Source: an optimization exercise on an open RTL-to-GDS flow (aim: small area, a short achievable clock period and few clock cycles per item). Production flows keep margins and buffers that such runs may drop. Function was checked by simulation only, so behaviour that the tests miss may differ from the original.

==> zinc: inputs <==
==> flow/design.v (excerpt) <==
module xdrop_aligner (
    input  wire clk,
    input  wire rst,
    input  wire start,
    input  wire complement_ref,
    input  wire complement_query,
    input  wire signed [9:0] match,
    input  wire signed [9:0] mismatch,
    input  wire signed [9:0] n_score,
    input  wire signed [9:0] gap_open,
    input  wire signed [9:0] gap_extend,
    input  wire signed [9:0] xdrop,
    input  wire [7:0] ref_len,
    input  wire [7:0] query_len,
    input  wire [7:0] ref_data,
    input  wire [7:0] query_data,
    output wire [7:0] ref_addr,
    output wire [7:0] query_addr,
    output wire busy,
    output wire done,
    output wire xdropped,
    output wire signed [9:0] max_score,
    output wire [7:0] max_ref_idx,
    output wire [7:0] max_query_idx
);
clock: 11.5 ns
lec_check: 0
cap_margin: 20
core_margin: 2
core_utilization: 40
slew_margin: 20
run.sh (not shown) runs the stock make flow with config.mk's settings and CLKGATE_MAP_FILE= SYNTH_SCRIPT=/design/flow/synth_recipe.tcl, a recipe that flattens the netlist after the stock synthesis.
==> umber (differences from zinc) <==
--- a/flow/design.v
+++ b/flow/design.v
@@ -93,99 +93,85 @@
     input  wire signed [5:0] p_n_score,
     input  wire signed [5:0] p_gap_open,
     input  wire signed [5:0] p_gap_extend,
     input  wire [2:0] q_code,
     input  wire [2:0] up_tok,
-    input  wire up_col0,
     input  wire [2:0] next_tok,
     input  wire [9:0] up_h,
-    input  wire [9:0] up_a,
-    input  wire [9:0] up_a_go,
-    input  wire [9:0] up_a_ge,
-    input  wire [9:0] up_e,
+    input  wire signed [10:0] up_ra,
+    input  wire [9:0] up_d,
     output reg  [2:0] tok,
-    output reg  col0,
     output reg  [9:0] h,
-    output reg  [9:0] a,
-    output wire [9:0] a_go,
-    output wire [9:0] a_ge,
-    output reg  [9:0] e,
+    output wire signed [10:0] out_ra,
+    output reg  [9:0] d,
     output wire cell_valid,
     output wire next_valid
 );
     function [9:0] sat_add;
-        input [9:0] x;
-        input signed [5:0] y;
+        input [9:0] a;
+        input signed [5:0] b;
         reg [10:0] sum;
         begin
-            sum = {1'b0, x} + {{5{y[5]}}, y};
+            sum = {1'b0, a} + {{5{b[5]}}, b};
             sat_add = sum[10] ? 10'd0 : sum[9:0];
         end
     endfunction
     reg [2:0] q;
-    reg [9:0] b;
-    reg [9:0] g;
+    reg [9:0] i_reg;
+    reg [9:0] dg;
+    wire up_col0 = (up_tok == 3'd5);
     wire up_real = ~up_tok[2] | (up_tok[1:0] == 2'b00);
     wire q_present = ~(q[2] & q[0]);
     wire [2:0] q_eff = up_col0 ? q_code : q;
     wire is_n = q_eff[2] | next_tok[2];
     wire is_eq = (q_eff[1:0] == next_tok[1:0]);
     wire signed [5:0] s = is_n ? p_n_score : (is_eq ? p_match : p_mismatch);
-    wire [9:0] c = up_a;
-    wire [9:0] e_in = up_e;
-    wire ga = (g >= a);
-    wire gb = (g >= b);
-    wire gc = (g >= c);
-    wire ge = (g >= e_in);
-    wire ab = (a >= b);
-    wire ac = (a >= c);
-    wire ae = (a >= e_in);
-    wire bc = (b >= c);
-    wire be = (b >= e_in);
-    wire ce = (c >= e_in);
-    wire pick_g = ga & gb & gc & ge;
-    wire pick_a = ~ga & ab & ac & ae;
-    wire pick_b = ~gb & ~ab & bc & be;
-    wire pick_c = ~gc & ~ac & ~bc & ce;
-    reg sel_g, sel_a, sel_b, sel_c, sel_e;
-    always @(*) begin
-        if (up_col0) begin
-            sel_g = 1'b0;
-            sel_a = 1'b0;
-            sel_b = 1'b0;
-            sel_c = (ROW == 0) ? ce : 1'b0;
-            sel_e = (ROW == 0) ? ~ce : 1'b1;
-        end else begin
-            sel_g = pick_g;
-            sel_a = pick_a;
-            sel_b = pick_b;
-            sel_c = pick_c;
-            sel_e = ~pick_g & ~pick_a & ~pick_b & ~pick_c;
-        end
-    end
-    assign a_go = sat_add(a, p_gap_open);
-    assign a_ge = sat_add(a, p_gap_extend);
-    wire [9:0] g_go = sat_add(g, p_gap_open);
-    wire [9:0] b_go = sat_add(b, p_gap_open);
-    wire [9:0] b_ge = sat_add(b, p_gap_extend);
-    wire [9:0] e_go = sat_add(e_in, p_gap_open);
-    wire [9:0] e_ge = sat_add(e_in, p_gap_extend);
-    wire [9:0] h_new = ({10{sel_g}} & g) | ({10{sel_a}} & a) | ({10{sel_b}} & b) |
-                       ({10{sel_c}} & c) | ({10{sel_e}} & e_in);
-    wire [9:0] a_new = ({10{sel_g}} & g_go) | ({10{sel_a}} & a_go) | ({10{sel_b}} & b_go) |
-                       ({10{sel_c}} & up_a_go) | ({10{sel_e}} & e_go);
-    wire [9:0] b_new = (up_col0 ? 10'd0 : (ab ? a_ge : b_ge));
-    wire pick_up_c = ce & ~(up_col0 & (ROW != 0));
-    wire [9:0] e_new = pick_up_c ? up_a_ge : e_ge;
+    wire signed [10:0] h_s = {1'b0, h};
+    wire signed [10:0] i_s = {1'b0, i_reg};
+    wire signed [10:0] d_s = {1'b0, up_d};
+    wire signed [10:0] ra = h_s + p_gap_open;
+    wire signed [10:0] rb = i_s + p_gap_extend;
+    wire signed [10:0] re = d_s + p_gap_extend;
+    wire signed [10:0] rc = up_ra;
+    wire signed [10:0] rg = {1'b0, dg};
+    wire [9:0] a = ra[10] ? 10'd0 : ra[9:0];
+    wire [9:0] b = rb[10] ? 10'd0 : rb[9:0];
+    wire [9:0] c = rc[10] ? 10'd0 : rc[9:0];
+    wire [9:0] e = re[10] ? 10'd0 : re[9:0];
+    assign out_ra = ra;
+    wire ab = (ra >= rb);
+    wire ce = (rc >= re);
+    wire ac = (h >= up_h);
+    wire ae = (ra >= re);
+    wire bc = (rb >= rc);
+    wire be = (i_reg >= up_d);
+    wire ga = (rg >= ra);
+    wire gb = (rg >= rb);
+    wire gc = (rg >= rc);
+    wire ge = (rg >= re);
+    wire [9:0] i_new = ab ? a : b;
+    wire d_pick_c;
+    generate
+        if (ROW == 0) begin : g_top
+            assign d_pick_c = ce;
+        end else begin : g_low
+            assign d_pick_c = ce & ~up_col0;
+        end
+    endgenerate
+    wire [9:0] d_new = d_pick_c ? c : e;
+    wire i_ge_d = ab ? (ce ? ac : ae) : (ce ? bc : be);
+    wire g_top_pick = ga & gb & gc & ge;
+    wire sel_g = ~up_col0 & g_top_pick;
+    wire sel_i = ~up_col0 & ~g_top_pick & i_ge_d;
+    wire sel_d = up_col0 | (~g_top_pick & ~i_ge_d);
+    wire [9:0] h_new = ({10{sel_g}} & dg) | ({10{sel_i}} & i_new) | ({10{sel_d}} & d_new);
     always @(posedge clk) begin
         tok <= {up_tok[2] | flush, up_tok[1] | flush, up_tok[0]};
-        col0 <= up_col0 & ~flush;
         h <= h_new;
-        a <= a_new;
-        b <= b_new;
-        e <= e_new;
-        g <= sat_add(up_h, s);
+        i_reg <= up_col0 ? 10'd0 : i_new;
+        d <= d_new;
+        dg <= sat_add(up_h, s);
         if (up_col0) begin
             q <= q_code;
         end
     end
     assign cell_valid = (~tok[2] | (tok[1:0] == 2'b00)) & q_present;
@@ -204,11 +190,10 @@
     input  wire signed [5:0] p_n_score,
     input  wire signed [5:0] p_gap_open,
     input  wire signed [5:0] p_gap_extend,
     input  wire [2:0] q_code,
     input  wire [2:0] tok0,
-    input  wire col0_0,
     input  wire [2:0] tok0_next,
     output wire [NUM_PE*10-1:0] h_col,
     output wire [NUM_PE-1:0] cell_valid,
     output wire [NUM_PE-1:0] next_valid
 );
@@ -220,15 +205,12 @@
             sum = {1'b0, a} + {{5{b[5]}}, b};
             sat_add = sum[10] ? 10'd0 : sum[9:0];
         end
     endfunction
     reg [9:0] h0;
-    reg [9:0] a0;
     always @(posedge clk) begin
         h0 <= h0_init ? 10'd256 : sat_add(h0, h0_first ? p_gap_open : p_gap_extend);
-        a0 <= h0_init ? sat_add(10'd256, p_gap_open) :
-              sat_add(a0, h0_first ? p_gap_open : p_gap_extend);
     end
     localparam integer NUM_GRP = (NUM_PE + 3) / 4;
     reg [29:0] sc [0:NUM_GRP];
     integer gi;
     always @(*) begin
@@ -238,48 +220,37 @@
         for (gi = 0; gi < NUM_GRP; gi = gi + 1) begin
             sc[gi+1] <= sc[gi];
         end
     end
     wire [3*(NUM_PE+2)-1:0] l_tok;
-    wire [NUM_PE:0] l_col0;
     wire [10*(NUM_PE+1)-1:0] l_h;
-    wire [10*(NUM_PE+1)-1:0] l_a;
-    wire [10*(NUM_PE+1)-1:0] l_a_go;
-    wire [10*(NUM_PE+1)-1:0] l_a_ge;
-    wire [10*(NUM_PE+1)-1:0] l_e;
+    wire [11*(NUM_PE+1)-1:0] l_ra;
+    wire [10*(NUM_PE+1)-1:0] l_d;
     assign l_tok[2:0] = tok0_next;
     assign l_tok[5:3] = tok0;
-    assign l_col0[0] = col0_0;
     assign l_h[9:0] = h0;
-    assign l_a[9:0] = a0;
-    assign l_a_go[9:0] = sat_add(a0, p_gap_open);
-    assign l_a_ge[9:0] = sat_add(a0, p_gap_extend);
-    assign l_e[9:0] = 10'd0;
+    wire signed [10:0] h0_s = {1'b0, h0};
+    assign l_ra[10:0] = h0_s + p_gap_open;
+    assign l_d[9:0] = 10'd0;
     genvar k;
     generate
         for (k = 0; k < NUM_PE; k = k + 1) begin : g_pe
             pe #(.ROW(k)) u_pe (
                 .clk(clk), .flush(flush),
                 .p_match(sc[k/4+1][29:24]), .p_mismatch(sc[k/4+1][23:18]),
                 .p_n_score(sc[k/4+1][17:12]),
                 .p_gap_open(sc[k/4+1][11:6]), .p_gap_extend(sc[k/4+1][5:0]),
                 .q_code(q_code),
                 .up_tok(l_tok[3*(k+1) +: 3]),
-                .up_col0(l_col0[k]),
-                .col0(l_col0[k+1]),
                 .next_tok(l_tok[3*k +: 3]),
                 .up_h(l_h[10*k +: 10]),
-                .up_a(l_a[10*k +: 10]),
-                .up_a_go(l_a_go[10*k +: 10]),
-                .up_a_ge(l_a_ge[10*k +: 10]),
-                .up_e(l_e[10*k +: 10]),
+                .up_ra(l_ra[11*k +: 11]),
+                .up_d(l_d[10*k +: 10]),
                 .tok(l_tok[3*(k+2) +: 3]),
                 .h(l_h[10*(k+1) +: 10]),
-                .a(l_a[10*(k+1) +: 10]),
-                .a_go(l_a_go[10*(k+1) +: 10]),
-                .a_ge(l_a_ge[10*(k+1) +: 10]),
-                .e(l_e[10*(k+1) +: 10]),
+                .out_ra(l_ra[11*(k+1) +: 11]),
+                .d(l_d[10*(k+1) +: 10]),
                 .cell_valid(cell_valid[k]),
                 .next_valid(next_valid[k])
             );
             assign h_col[10*k +: 10] = l_h[10*(k+1) +: 10];
         end
@@ -455,11 +426,10 @@
     wire run;
     reg go1;
     reg go2;
     reg [7:0] diag_cnt;
     reg [2:0] tok0;
-    reg col0_0;
     wire [2:0] tok0_next;
     wire [2:0] ref_code;
     wire [2:0] q_code;
     wire [4:0] qa;
     wire [NUM_PE*10-1:0] h_col;
@@ -474,11 +444,10 @@
         diag_cnt <= go ? 8'hfe : diag_cnt + 1'b1;
     end
     assign tok0_next = go1 ? 3'd5 : ref_code;
     always @(posedge clk) begin
         tok0 <= {tok0_next[2] | ~busy, tok0_next[1] | ~busy, tok0_next[0]};
-        col0_0 <= go1 & busy;
     end
     align_fsm u_fsm (
         .clk(clk), .rst(rst), .start(start), .done(done),
         .go(go), .busy(busy)
     );
@@ -493,11 +462,11 @@
     assign query_addr = {3'b000, qa};
     pe_array #(.NUM_PE(NUM_PE)) u_array (
         .clk(clk), .flush(~busy), .h0_init(go1), .h0_first(go2),
         .p_match(p_match), .p_mismatch(p_mismatch), .p_n_score(p_n_score),
         .p_gap_open(p_gap_open), .p_gap_extend(p_gap_extend),
-        .q_code(q_code), .tok0(tok0), .col0_0(col0_0), .tok0_next(tok0_next),
+        .q_code(q_code), .tok0(tok0), .tok0_next(tok0_next),
         .h_col(h_col), .cell_valid(cell_valid), .next_valid(next_valid)
     );
     max_tracker #(.NUM_PE(NUM_PE)) u_max (
         .clk(clk), .rst(rst), .init(go), .busy(busy),
         .xdrop(p_xdrop), .diag_cnt(diag_cnt),
==> flow/flow/run.sh (new file) <==
#!/bin/bash
set -euo pipefail
bash standard.sh SETUP_SLACK_MARGIN=7 finish > standard_flow.log 2>&1
==> flow/standard.sh (new file) <==
#!/bin/bash
# synth_recipe.tcl (not shown) runs the flow's synth.tcl, then flattens the netlist and writes it again
# the make line also repeats each setting of config.mk as NAME=value (left out here)
make -C /OpenROAD-flow-scripts/flow DESIGN_CONFIG=/design/flow/config.mk WORK_HOME=/design/flow/orfs CLKGATE_MAP_FILE= SYNTH_SCRIPT=/design/flow/synth_recipe.tcl "${@:-finish}"
removed: flow/run.sh
==> notes <==
Against umber, the cell count of zinc is larger by 16%.
In umber the fmax is larger than in zinc, by 5.8%.
Between zinc and umber, the lower worst hold slack is in umber (gap 0.027 ns).
In umber the wire length is lower than in zinc, by 15%.
Against zinc, the die area of umber is smaller by about 21%.
==> figures <==
| metric | umber | zinc |
|---|---|---|
| Crit path max-delay cell type | xnor2_1 | dfxtp_1 |
| Fin cells | 17700 | 20600 |
| Run status | no timing/DRC/antenna violations | no timing/DRC/antenna violations |
| Buffers outside the clock class | 1171 | 271 |
| Total GRT Usage | 29.1% | 28.0% |
| Area of combinational cells with multiple inputs | 90900 um^2 | 107000 um^2 |
| Number of search-and-repair iterations in the first detailed-routing pass | 7 | 14 |
| Starting DRC count in detailed routing | 9704 | 12200 |
| Post-route cell area | 137000 um^2 | 148000 um^2 |
| Number of sinks on the clock net | 1021 | 1207 |
| Initial core utilization | 40.2% | 40.3% |
| Number of clock buffers inserted by TritonCTS | 139 | 158 |
| Hold endpoint | u_array.sc[1][16] | u_array.g_pe[15].u_pe.tok[0] |
| RSZ-0062 raised after global routing | true | false |
Testbench counts of zinc, summed over its fixed seeds: cycles 11,626, alignments 320.
Testbench counts of umber, summed over its fixed seeds: cycles 11,626, alignments 320.

==> inputs of run Z <==
Another version of the RTL of xdrop_aligner (not shown whole).
clock: 11.5 ns
lec_check: 0
cap_margin: 20
core_margin: 2
core_utilization: 40
slew_margin: 20
Stock flow here: none of the scripts above is used.
==> run M: changes against run Z <==
--- a/flow/design.v
+++ b/flow/design.v
@@ -95,15 +95,15 @@
     input  wire signed [5:0] p_gap_extend,
     input  wire [2:0] q_code,
     input  wire [2:0] up_tok,
     input  wire [2:0] next_tok,
     input  wire [9:0] up_h,
-    input  wire signed [10:0] up_ra,
+    input  wire [9:0] up_hg,
     input  wire [9:0] up_d,
     output reg  [2:0] tok,
     output reg  [9:0] h,
-    output wire signed [10:0] out_ra,
+    output wire [9:0] hg,
     output reg  [9:0] d,
     output wire cell_valid,
     output wire next_valid
 );
     function [9:0] sat_add;
@@ -123,33 +123,25 @@
     wire q_present = ~(q[2] & q[0]);
     wire [2:0] q_eff = up_col0 ? q_code : q;
     wire is_n = q_eff[2] | next_tok[2];
     wire is_eq = (q_eff[1:0] == next_tok[1:0]);
     wire signed [5:0] s = is_n ? p_n_score : (is_eq ? p_match : p_mismatch);
-    wire signed [10:0] h_s = {1'b0, h};
-    wire signed [10:0] i_s = {1'b0, i_reg};
-    wire signed [10:0] d_s = {1'b0, up_d};
-    wire signed [10:0] ra = h_s + p_gap_open;
-    wire signed [10:0] rb = i_s + p_gap_extend;
-    wire signed [10:0] re = d_s + p_gap_extend;
-    wire signed [10:0] rc = up_ra;
-    wire signed [10:0] rg = {1'b0, dg};
-    wire [9:0] a = ra[10] ? 10'd0 : ra[9:0];
-    wire [9:0] b = rb[10] ? 10'd0 : rb[9:0];
-    wire [9:0] c = rc[10] ? 10'd0 : rc[9:0];
-    wire [9:0] e = re[10] ? 10'd0 : re[9:0];
-    assign out_ra = ra;
-    wire ab = (ra >= rb);
-    wire ce = (rc >= re);
+    wire [9:0] a = sat_add(h, p_gap_open);
+    wire [9:0] b = sat_add(i_reg, p_gap_extend);
+    wire [9:0] c = up_hg;
+    wire [9:0] e = sat_add(up_d, p_gap_extend);
+    assign hg = a;
+    wire ab = (a >= b);
+    wire ce = (c >= e);
     wire ac = (h >= up_h);
-    wire ae = (ra >= re);
-    wire bc = (rb >= rc);
+    wire ae = (a >= e);
+    wire bc = (b >= c);
     wire be = (i_reg >= up_d);
-    wire ga = (rg >= ra);
-    wire gb = (rg >= rb);
-    wire gc = (rg >= rc);
-    wire ge = (rg >= re);
+    wire ga = (dg >= a);
+    wire gb = (dg >= b);
+    wire gc = (dg >= c);
+    wire ge = (dg >= e);
     wire [9:0] i_new = ab ? a : b;
     wire d_pick_c;
     generate
         if (ROW == 0) begin : g_top
             assign d_pick_c = ce;
@@ -208,48 +200,35 @@
     endfunction
     reg [9:0] h0;
     always @(posedge clk) begin
         h0 <= h0_init ? 10'd256 : sat_add(h0, h0_first ? p_gap_open : p_gap_extend);
     end
-    localparam integer NUM_GRP = (NUM_PE + 3) / 4;
-    reg [29:0] sc [0:NUM_GRP];
-    integer gi;
-    always @(*) begin
-        sc[0] = {p_match, p_mismatch, p_n_score, p_gap_open, p_gap_extend};
-    end
-    always @(posedge clk) begin
-        for (gi = 0; gi < NUM_GRP; gi = gi + 1) begin
-            sc[gi+1] <= sc[gi];
-        end
-    end
     wire [3*(NUM_PE+2)-1:0] l_tok;
     wire [10*(NUM_PE+1)-1:0] l_h;
-    wire [11*(NUM_PE+1)-1:0] l_ra;
+    wire [10*(NUM_PE+1)-1:0] l_hg;
     wire [10*(NUM_PE+1)-1:0] l_d;
     assign l_tok[2:0] = tok0_next;
     assign l_tok[5:3] = tok0;
     assign l_h[9:0] = h0;
-    wire signed [10:0] h0_s = {1'b0, h0};
-    assign l_ra[10:0] = h0_s + p_gap_open;
+    assign l_hg[9:0] = sat_add(h0, p_gap_open);
     assign l_d[9:0] = 10'd0;
     genvar k;
     generate
         for (k = 0; k < NUM_PE; k = k + 1) begin : g_pe
             pe #(.ROW(k)) u_pe (
                 .clk(clk), .flush(flush),
-                .p_match(sc[k/4+1][29:24]), .p_mismatch(sc[k/4+1][23:18]),
-                .p_n_score(sc[k/4+1][17:12]),
-                .p_gap_open(sc[k/4+1][11:6]), .p_gap_extend(sc[k/4+1][5:0]),
+                .p_match(p_match), .p_mismatch(p_mismatch), .p_n_score(p_n_score),
+                .p_gap_open(p_gap_open), .p_gap_extend(p_gap_extend),
                 .q_code(q_code),
                 .up_tok(l_tok[3*(k+1) +: 3]),
                 .next_tok(l_tok[3*k +: 3]),
                 .up_h(l_h[10*k +: 10]),
-                .up_ra(l_ra[11*k +: 11]),
+                .up_hg(l_hg[10*k +: 10]),
                 .up_d(l_d[10*k +: 10]),
                 .tok(l_tok[3*(k+2) +: 3]),
                 .h(l_h[10*(k+1) +: 10]),
-                .out_ra(l_ra[11*(k+1) +: 11]),
+                .hg(l_hg[10*(k+1) +: 10]),
                 .d(l_d[10*(k+1) +: 10]),
                 .cell_valid(cell_valid[k]),
                 .next_valid(next_valid[k])
             );
             assign h_col[10*k +: 10] = l_h[10*(k+1) +: 10];
@@ -273,75 +252,65 @@
     output reg  xdrop_hit,
     output reg  [9:0] best,
     output reg  [7:0] best_ref,
     output reg  [4:0] best_query
 );
-    reg [9:0] l1_v [0:7];
-    reg l1_i [0:7];
-    reg l1_ok [0:7];
-    reg [9:0] l2_v [0:3];
-    reg [1:0] l2_i [0:3];
-    reg l2_ok [0:3];
-    reg right;
-    reg right_b;
-    integer n2, n3, n4;
-    integer n;
-    always @(*) begin
-        for (n = 0; n < 8; n = n + 1) begin
-            right = cell_valid[2*n+1] &
-                    (~cell_valid[2*n] | (h_col[10*(2*n+1) +: 10] > h_col[10*(2*n) +: 10]));
-            l1_v[n] = right ? h_col[10*(2*n+1) +: 10] : h_col[10*(2*n) +: 10];
-            l1_i[n] = right;
-            l1_ok[n] = cell_valid[2*n] | cell_valid[2*n+1];
+    function [3:0] pick4;
+        input [9:0] x0;
+        input [9:0] x1;
+        input [9:0] x2;
+        input [9:0] x3;
+        reg c01, c02, c03, c12, c13, c23;
+        begin
+            c01 = x1 > x0;
+            c02 = x2 > x0;
+            c03 = x3 > x0;
+            c12 = x2 > x1;
+            c13 = x3 > x1;
+            c23 = x3 > x2;
+            pick4[0] = ~c01 & ~c02 & ~c03;
+            pick4[1] = c01 & ~c12 & ~c13;
+            pick4[2] = c02 & c12 & ~c23;
+            pick4[3] = c03 & c13 & c23;
         end
-        for (n = 0; n < 4; n = n + 1) begin
-            right = l1_ok[2*n+1] & (~l1_ok[2*n] | (l1_v[2*n+1] > l1_v[2*n]));
-            l2_v[n] = right ? l1_v[2*n+1] : l1_v[2*n];
-            l2_i[n] = right ? {1'b1, l1_i[2*n+1]} : {1'b0, l1_i[2*n]};
-            l2_ok[n] = l1_ok[2*n] | l1_ok[2*n+1];
+    endfunction
+    wire [9:0] key [0:NUM_PE-1];
+    genvar g;
+    generate
+        for (g = 0; g < NUM_PE; g = g + 1) begin : g_key
+            assign key[g] = h_col[10*g +: 10] & {10{cell_valid[g]}};
         end
-    end
+    endgenerate
     reg [9:0] grp_v [0:3];
     reg [1:0] grp_i [0:3];
-    reg grp_ok [0:3];
+    reg s_any;
     reg s_last;
+    integer n;
+    reg [3:0] p;
     always @(posedge clk) begin
-        for (n4 = 0; n4 < 4; n4 = n4 + 1) begin
-            grp_v[n4] <= l2_v[n4];
-            grp_i[n4] <= l2_i[n4];
-            grp_ok[n4] <= l2_ok[n4] & busy;
+        for (n = 0; n < 4; n = n + 1) begin
+            p = pick4(key[4*n], key[4*n+1], key[4*n+2], key[4*n+3]);
+            grp_v[n] <= ({10{p[0]}} & key[4*n]) | ({10{p[1]}} & key[4*n+1]) |
+                        ({10{p[2]}} & key[4*n+2]) | ({10{p[3]}} & key[4*n+3]);
+            grp_i[n] <= {p[3] | p[2], p[3] | p[1]};
         end
+        s_any <= busy & (|cell_valid);
         s_last <= ~(|next_valid);
     end
-    reg [9:0] l3_v [0:1];
-    reg [2:0] l3_i [0:1];
-    reg l3_ok [0:1];
-    reg [9:0] m;
-    reg [3:0] mk;
-    always @(*) begin
-        for (n2 = 0; n2 < 2; n2 = n2 + 1) begin
-            right_b = grp_ok[2*n2+1] & (~grp_ok[2*n2] | (grp_v[2*n2+1] > grp_v[2*n2]));
-            l3_v[n2] = right_b ? grp_v[2*n2+1] : grp_v[2*n2];
-            l3_i[n2] = right_b ? {1'b1, grp_i[2*n2+1]} : {1'b0, grp_i[2*n2]};
-            l3_ok[n2] = grp_ok[2*n2] | grp_ok[2*n2+1];
-        end
-        right_b = l3_ok[1] & (~l3_ok[0] | (l3_v[1] > l3_v[0]));
-        m = right_b ? l3_v[1] : l3_v[0];
-        mk = right_b ? {1'b1, l3_i[1]} : {1'b0, l3_i[0]};
-    end
+    wire [3:0] gp = pick4(grp_v[0], grp_v[1], grp_v[2], grp_v[3]);
+    wire [9:0] m = ({10{gp[0]}} & grp_v[0]) | ({10{gp[1]}} & grp_v[1]) |
+                   ({10{gp[2]}} & grp_v[2]) | ({10{gp[3]}} & grp_v[3]);
+    wire [1:0] m_grp = {gp[3] | gp[2], gp[3] | gp[1]};
+    wire [1:0] m_sub = ({2{gp[0]}} & grp_i[0]) | ({2{gp[1]}} & grp_i[1]) |
+                       ({2{gp[2]}} & grp_i[2]) | ({2{gp[3]}} & grp_i[3]);
+    wire [3:0] mk = {m_grp, m_sub};
     wire [10:0] floor_score = {1'b0, best} - {2'b00, xdrop};
-    reg ge_best;
-    reg below;
-    always @(*) begin
-        ge_best = 1'b0;
-        below = ~floor_score[10];
-        for (n3 = 0; n3 < 4; n3 = n3 + 1) begin
-            ge_best = ge_best | (grp_ok[n3] & (grp_v[n3] >= best));
-            below = below & (~grp_ok[n3] | (grp_v[n3] < floor_score[9:0]));
-        end
-    end
-    wire s_any = grp_ok[0] | grp_ok[1] | grp_ok[2] | grp_ok[3];
+    wire ge_best = (grp_v[0] >= best) | (grp_v[1] >= best) |
+                   (grp_v[2] >= best) | (grp_v[3] >= best);
+    wire below = ~floor_score[10] &
+                 (grp_v[0] < floor_score[9:0]) & (grp_v[1] < floor_score[9:0]) &
+                 (grp_v[2] < floor_score[9:0]) & (grp_v[3] < floor_score[9:0]);
     wire active = busy & ~done & s_any;
     always @(posedge clk) begin
         if (rst) begin
             done <= 1'b0;
         end else begin
==> run C: changes against run Z <==
SETUP_SLACK_MARGIN = 5   (was not set)
==> comparison <==
Setup slack: run M is worse than run Z (1.5 ns). Of run C and run M, run C has the higher core utilization (gap 0.37 points). Register-to-register slack: run C > run Z > run M. Clock-buffer cell count: run M is lower than run Z (9). In run M the global-route usage is higher than in run Z, by 1.4 points. Run Z ran to the end with no violations. Run M passed the timing, DRC and antenna checks. Run C completed with no timing, DRC or antenna violations.
==> figures <==
metric                                                                                run Z                    run M                    run C
Met2 wire length                                                                  154000 um                167000 um                153000 um
WL/cell                                                                             21.9 um                  22.3 um                  21.9 um
Maximum net fanout on the critical path                                                  25                       21                       10
Wire length on met3                                                                21100 um                 25300 um                 21400 um
Simple-Gate Fraction of Synth Area                                                    0.143                    0.174                    0.143
Nets@finish                                                                           14926                    16042                    14926
Register clock-pin slew on the reported worst setup and hold paths                  0.06 ns                  0.06 ns                  0.07 ns
Required arrival time at the worst endpoint                                        12.22 ns                 12.20 ns                 12.16 ns
Worst-skew pair later-pin latency                                                   0.81 ns                  0.84 ns                  0.81 ns
Width of the chip                                                                    513 um                   522 um                   513 um
Run status                                                          complete, no violations  complete, no violations  complete, no violations
Non-Clock Buffer Count                                                                  213                      230                      213
Combined global-route utilization of all metal layers                                 0.254                    0.268                    0.254
Met3 usage                                                                           0.0313                   0.0367                   0.0313
Testbench counts of run Z, summed over its fixed seeds: cycles 11,626, alignments 320.
Testbench counts of run M, summed over its fixed seeds: cycles 11,626, alignments 320.
Testbench counts of run C, summed over its fixed seeds: cycles 11,626, alignments 320.

-- afterwards: timing with drivers on the ports --
The results above use ideal ports. As a check the final layouts listed here were re-extracted and re-timed, cells and wires unchanged. Step 1, drivers: a clkbuf_16 drives clk and a buf_2 each remaining input, both assumed. Step 2 also shifts input and output timing later by t, the mid clock arrival at the registers, as if the neighbouring blocks saw the same clock. a / b / c = no drivers / after step 1 / after step 2; a / b = the first two.
| run | shift t [ns] | setup slack, ns | hold WS [ns] | pins driven straight from the clock port |
|---|---|---|---|---|
| zinc | 0.954 | 5.997 / 5.997 / 5.997 | 0.355 / 0.355 / 0.355 | 1 |
| umber | 0.906 | 6.301 / 6.301 / 6.301 | 0.328 / 0.328 / 0.328 | 1 |
| run Z | 0.893 | 5.372 / 5.372 / 5.372 | 0.326 / 0.326 / 0.326 | 1 |
| run M | 0.891 | 3.900 / 3.900 / 3.900 | 0.388 / 0.388 / 0.388 | 1 |
| run C | 0.891 | 5.415 / 5.415 / 5.415 | 0.326 / 0.326 / 0.326 | 1 |
After both steps setup and hold are still met in every run listed.
